This design comes from an exercise in tuning for small area on the open sky130 flow, not from production work. Power and IR drop assume default switching activity.

== v17 ==
==> flow/design.v <==
module am_sdr_1bit_rx #(
  parameter int PHASE_W   = 24,
  parameter int CIC_ORDER = 3,
  parameter int DEC_LOG2  = 8,
  parameter int OUT_W     = 8
) (
  input  logic               clk,
  input  logic               rst_n,
  input  logic               rf_in,
  input  logic [PHASE_W-1:0] tune_word,
  input  logic               tune_load,
  input  logic               pwm_en,
  output logic [OUT_W-1:0]   mag_out,
  output logic               mag_valid,
  output logic               pwm_out
);
  function automatic logic [26:0] rca(input logic [25:0] a, input logic [25:0] b,
                                      input logic ci);
    logic c;
    logic [26:0] r;
    c = ci;
    for (int i = 0; i < 26; i++) begin
      r[i] = a[i] ^ b[i] ^ c;
      c    = (a[i] & b[i]) | (a[i] & c) | (b[i] & c);
    end
    r[26] = c;
    rca = r;
  endfunction
  logic [11:0] ph_lo, ph_hi;         
  logic        ph_c;
  logic [PHASE_W-1:0] tune_reg;
  logic [7:0]  j;                    
  logic [8:0]  jn;                   
  logic [12:0] ph_lo_n;
  logic [1:0]  lo;                   
  logic        tick, ui, uq;
  assign ph_lo_n = 13'(rca(26'(ph_lo), 26'(tune_reg[11:0]), 1'b0));
  assign lo      = ph_hi[11:10] + 2'(ph_c & (&ph_hi[9:0]));
  assign tick    = (j == 8'd0);
  assign jn      = {1'b0, j} + 9'd1;
  assign ui      = ~(rf_in ^ lo[1]);
  assign uq      = ~(rf_in ^ lo[1] ^ lo[0]);
  always_ff @(posedge clk or negedge rst_n) begin
    if (!rst_n) begin
      ph_lo    <= '0;
      ph_hi    <= '0;
      ph_c     <= 1'b0;
      tune_reg <= '0;
      j        <= 8'd1;
      pwm_out  <= 1'b0;
    end else begin
      ph_lo   <= ph_lo_n[11:0];
      ph_c    <= ph_lo_n[12];
      ph_hi   <= 12'(rca(26'(ph_hi), 26'(tune_reg[23:12]), ph_c));
      if (tune_load) tune_reg <= tune_word;
      j       <= j + 8'd1;
      pwm_out <= pwm_en & (j != 8'd0) & ~(mag_out < j);
    end
  end
  logic [15:0] wc;
  logic [14:0] wa;
  logic [15:0] wb;
  logic [7:0]  wa_hi;
  logic [15:0] wb_half;
  always_ff @(posedge clk or negedge rst_n) begin
    if (!rst_n)
      wc <= 16'd3;
    else if (j == 8'd255)
      wc <= 16'd1;
    else
      wc <= 16'(rca(26'(wc), 26'(jn), 1'b1));
  end
  always_comb begin
    wa_hi   = 8'(rca(26'(wc[14:7]), 26'({~jn[6:0], 1'b1}), 1'b0));
    wa      = {wa_hi, wc[6:0]};
    wb_half = 16'(rca(26'({jn[8] ^ jn[7], ~jn[7], jn[6:0], 7'b1000000}), 26'(16'(~wc)), 1'b1));
    wb      = {wb_half[14:0], 1'b0};
  end
  logic [15:0] a_lo_i, a_lo_q, b_lo_i, b_lo_q, c_lo_i, c_lo_q;
  logic [8:0]  a_hi_i, a_hi_q;
  logic [7:0]  b_hi_i, b_hi_q;
  logic [5:0]  c_hi_i, c_hi_q;
  logic        a_c_i, a_c_q, b_c_i, b_c_q, c_c_i, c_c_q;
  logic        lsb_a, lsb_b, lsb_c;
  logic [16:0] na_i, na_q, nb_i, nb_q, nc_i, nc_q;
  logic first, c_clr;
  assign c_clr = tick | first;
  always_ff @(posedge clk or negedge rst_n) begin
    if (!rst_n) first <= 1'b1;
    else        first <= 1'b0;
  end
  always_ff @(posedge clk) begin
    c_lo_i <= nc_i[15:0];  c_c_i <= nc_i[16];
    c_lo_q <= nc_q[15:0];  c_c_q <= nc_q[16];
    c_hi_i <= c_clr ? 6'd0 : 6'(rca(26'(c_hi_i), 26'd0, c_c_i));
    c_hi_q <= c_clr ? 6'd0 : 6'(rca(26'(c_hi_q), 26'd0, c_c_q));
  end
  always_comb begin
    na_i = 17'(rca(26'(tick ? b_lo_i : a_lo_i), 26'(wa & {15{ui}}), 1'b0));
    na_q = 17'(rca(26'(tick ? b_lo_q : a_lo_q), 26'(wa & {15{uq}}), 1'b0));
    nb_i = 17'(rca(26'(tick ? c_lo_i : b_lo_i), 26'(wb & {16{ui}}), 1'b0));
    nb_q = 17'(rca(26'(tick ? c_lo_q : b_lo_q), 26'(wb & {16{uq}}), 1'b0));
    nc_i = 17'(rca(26'(c_clr ? 16'd0 : c_lo_i), 26'(wc & {16{ui}}), 1'b0));
    nc_q = 17'(rca(26'(c_clr ? 16'd0 : c_lo_q), 26'(wc & {16{uq}}), 1'b0));
  end
  always_ff @(posedge clk or negedge rst_n) begin
    if (!rst_n) begin
      a_lo_i <= 16'h29c0; a_lo_q <= 16'h29c0; a_hi_i <= 9'h06b; a_hi_q <= 9'h06b;
      b_lo_i <= 16'hd63f; b_lo_q <= 16'hd63f; b_hi_i <= 8'h15;  b_hi_q <= 8'h15;
      a_c_i <= 1'b0; a_c_q <= 1'b0; b_c_i <= 1'b0; b_c_q <= 1'b0;
      lsb_a  <= 1'b1; lsb_b <= 1'b0; lsb_c <= 1'b1;
    end else begin
      a_lo_i <= na_i[15:0];  a_c_i <= na_i[16];
      a_lo_q <= na_q[15:0];  a_c_q <= na_q[16];
      b_lo_i <= nb_i[15:0];  b_c_i <= nb_i[16];
      b_lo_q <= nb_q[15:0];  b_c_q <= nb_q[16];
      a_hi_i <= 9'(rca(26'(tick ? {1'b0, b_hi_i} : a_hi_i), 26'd0, tick ? b_c_i : a_c_i));
      a_hi_q <= 9'(rca(26'(tick ? {1'b0, b_hi_q} : a_hi_q), 26'd0, tick ? b_c_q : a_c_q));
      b_hi_i <= 8'(rca(26'(tick ? {2'b0, c_hi_i} : b_hi_i), 26'd0, tick ? c_c_i : b_c_i));
      b_hi_q <= 8'(rca(26'(tick ? {2'b0, c_hi_q} : b_hi_q), 26'd0, tick ? c_c_q : b_c_q));
      if (tick) begin
        lsb_a <= lsb_b;
        lsb_b <= lsb_c;
        lsb_c <= 1'b0;
      end
    end
  end
  logic [24:0] acc_ai, acc_aq;
  logic        neg_i, neg_q;
  logic [29:0] s_i, s_q;
  assign acc_ai = {a_hi_i, a_lo_i};
  assign acc_aq = {a_hi_q, a_lo_q};
  assign neg_i  = ~acc_ai[24] & ~acc_ai[23];
  assign neg_q  = ~acc_aq[24] & ~acc_aq[23];
  assign s_i    = {{5{neg_i}}, acc_ai[24] | ~acc_ai[23], acc_ai[22:0], lsb_a};
  assign s_q    = {{5{neg_q}}, acc_aq[24] | ~acc_aq[23], acc_aq[22:0], lsb_a};
  logic       d0;
  logic [8:0] t_i, t_q;
  assign d0 = (j[1:0] == 2'd2);
  always_comb begin
    case (j[1:0])
      2'd2:    begin t_i = s_i[8:0];   t_q = s_q[8:0];   end
      2'd3:    begin t_i = s_i[17:9];  t_q = s_q[17:9];  end
      default: begin t_i = s_i[26:18]; t_q = s_q[26:18]; end
    endcase
  end
  logic        cab_i, cab_q, c1, c2, cge, mp_i, mp_q;      
  logic [7:0]  mag_pend;
  logic [8:0]  m_i, m_q, hm_i, hm_q, nq;
  logic        pi_, pq_;
  logic [9:0]  inc_i, inc_q, sum1, sum2, cmp;
  always_comb begin
    inc_i = 10'(rca(26'(t_i ^ {9{neg_i}}), 26'd0, d0 ? neg_i : cab_i));
    inc_q = 10'(rca(26'(t_q ^ {9{neg_q}}), 26'd0, d0 ? neg_q : cab_q));
    m_i   = inc_i[8:0];
    m_q   = inc_q[8:0];
    pi_   = d0 ? 1'b0 : mp_i;
    pq_   = d0 ? 1'b0 : mp_q;
    hm_i  = {m_i[8:1], m_i[0] & ~d0};
    hm_q  = {m_q[8:1], m_q[0] & ~d0};
    sum1  = 10'(rca(26'({m_i[7:0], pi_}), 26'(hm_q), d0 ? 1'b0 : c1));    
    sum2  = 10'(rca(26'({m_q[7:0], pq_}), 26'(hm_i), d0 ? 1'b0 : c2));    
    nq    = ~m_q;
    cmp   = 10'(rca(26'(m_i), 26'(nq), d0 ? 1'b1 : cge));                 
  end
  always_ff @(posedge clk) begin
    cab_i <= inc_i[9];
    cab_q <= inc_q[9];
    mp_i  <= m_i[8];
    mp_q  <= m_q[8];
    c1    <= sum1[9];
    c2    <= sum2[9];
    cge   <= cmp[9];
    if (tick) mag_pend <= cmp[9] ? sum1[7:0] : sum2[7:0];
  end
  logic seen;                        
  assign seen = ~lsb_c;              
  always_ff @(posedge clk or negedge rst_n) begin
    if (!rst_n) begin
      mag_out   <= '0;
      mag_valid <= 1'b0;
    end else begin
      mag_valid <= seen & (j == 8'd4);
      if (seen & (j == 8'd4)) mag_out <= mag_pend;
    end
  end
endmodule
export LEC_CHECK = 0
export ABC_AREA = 1
export CAP_MARGIN = 0
export CORE_MARGIN = 2
export CORE_UTILIZATION = 70
export CTS_BUF_LIST = sky130_fd_sc_hd__clkbuf_16
export CTS_CLUSTER_DIAMETER = 60
export CTS_CLUSTER_SIZE = 40
export SLEW_MARGIN = 0
create_clock -name core_clock -period 8.0 [get_ports {clk}]
standard.sh (not shown) runs the stock make flow with config.mk's settings and CLKGATE_MAP_FILE= SYNTH_SCRIPT=/design/flow/synth_recipe.tcl, a recipe that flattens the netlist after the stock synthesis.
==> flow/flow/run.sh <==
#!/bin/bash
# The standard layout (standard.sh: the standard flow's synthesis and ORFS flow), with two changes:
# clock tree synthesis without dummy loads, and the smallest buffer on each port.
# make's output goes to flow_make.log; each ORFS step keeps its own log under orfs/logs/.
set -euo pipefail
bash standard.sh \
  "CTS_ARGS=-sink_clustering_enable -repair_clock_nets -sink_clustering_size 40 -sink_clustering_max_diameter 60 -buf_list sky130_fd_sc_hd__clkbuf_16 -dont_use_dummy_load" \
  "BUFFER_PORTS_ARGS=-buffer_cell sky130_fd_sc_hd__buf_1" \
  finish > flow_make.log 2>&1
The final layout from v17, which completed every stage, passed the timing, DRC and antenna checks at the end of the flow.
Relative to v17, the following input files were edited for v26:
Settings: SLEW_MARGIN changed from 0 to 20; CTS_BUF_LIST removed (was sky130_fd_sc_hd__clkbuf_16); CTS_CLUSTER_SIZE removed (was 40); CTS_CLUSTER_DIAMETER removed (was 60).
diff --git a/flow/flow/run.sh b/flow/flow/run.sh
--- a/flow/flow/run.sh
+++ b/flow/flow/run.sh
@@ -7 +7 @@
-  "CTS_ARGS=-sink_clustering_enable -repair_clock_nets -sink_clustering_size 40 -sink_clustering_max_diameter 60 -buf_list sky130_fd_sc_hd__clkbuf_16 -dont_use_dummy_load" \
+  "CTS_ARGS=-sink_clustering_enable -repair_clock_nets -sink_clustering_size 45 -sink_clustering_max_diameter 70 -buf_list sky130_fd_sc_hd__clkbuf_16 -dont_use_dummy_load" \
Looking at number of clock buffer instances in the layout, v26 sits 4 below v17. Sum of internal, switching and leakage power | v26 below v17. From v17 to v26, adder-cell share of the synthesized area did not move at all. Between v26 and v17, the synthesis-to-layout area growth is lower for v26. Global-route usage: v26 vs v17 down 0.18 points. On number of standard cells in the final layout excluding fillers, v26 and v17 are basically level. v26 vs v17: post-route minimum period up in v26. In the reports for v26 and v17, the larger clock network power share belongs to v17.
No run of this note included a check of the RTL's function; only the layout flow was run.

-- what the ideal ports hide --
How much do the figures lean on ideal ports? The routed layouts below were timed once more, with nothing changed but the port constraints. Step 1 sets driving cells, clkbuf_16 on the clock port and buf_2 on the other inputs (assumed; they add their load-dependent delay and slew). Step 2 also shifts input and output timing later by t, the mid clock arrival at the registers, as if the neighbouring blocks saw the same clock. a / b / c = ideal ports / drivers / drivers and shift; a / b = the first two.
run | t (ns) | slack for setup (ns) | hold slack, ns | worst setup path at the end | clock arrival spread, ns
v17 | 0.544 | 0.405 / 0.425 / -0.120 | 0.438 / 0.438 / 0.438 | input to register | 0.037 / 0.037
v26 | 0.530 | 0.378 / 0.400 / -0.130 | 0.440 / 0.440 / 0.440 | input to register | 0.049 / 0.049
With both steps, setup timing fails in v17 and v26, where it was met with ideal ports. For v17, which loses most, drivers alone change the setup slack by +0.020 ns; drivers and shift together by -0.525 ns.
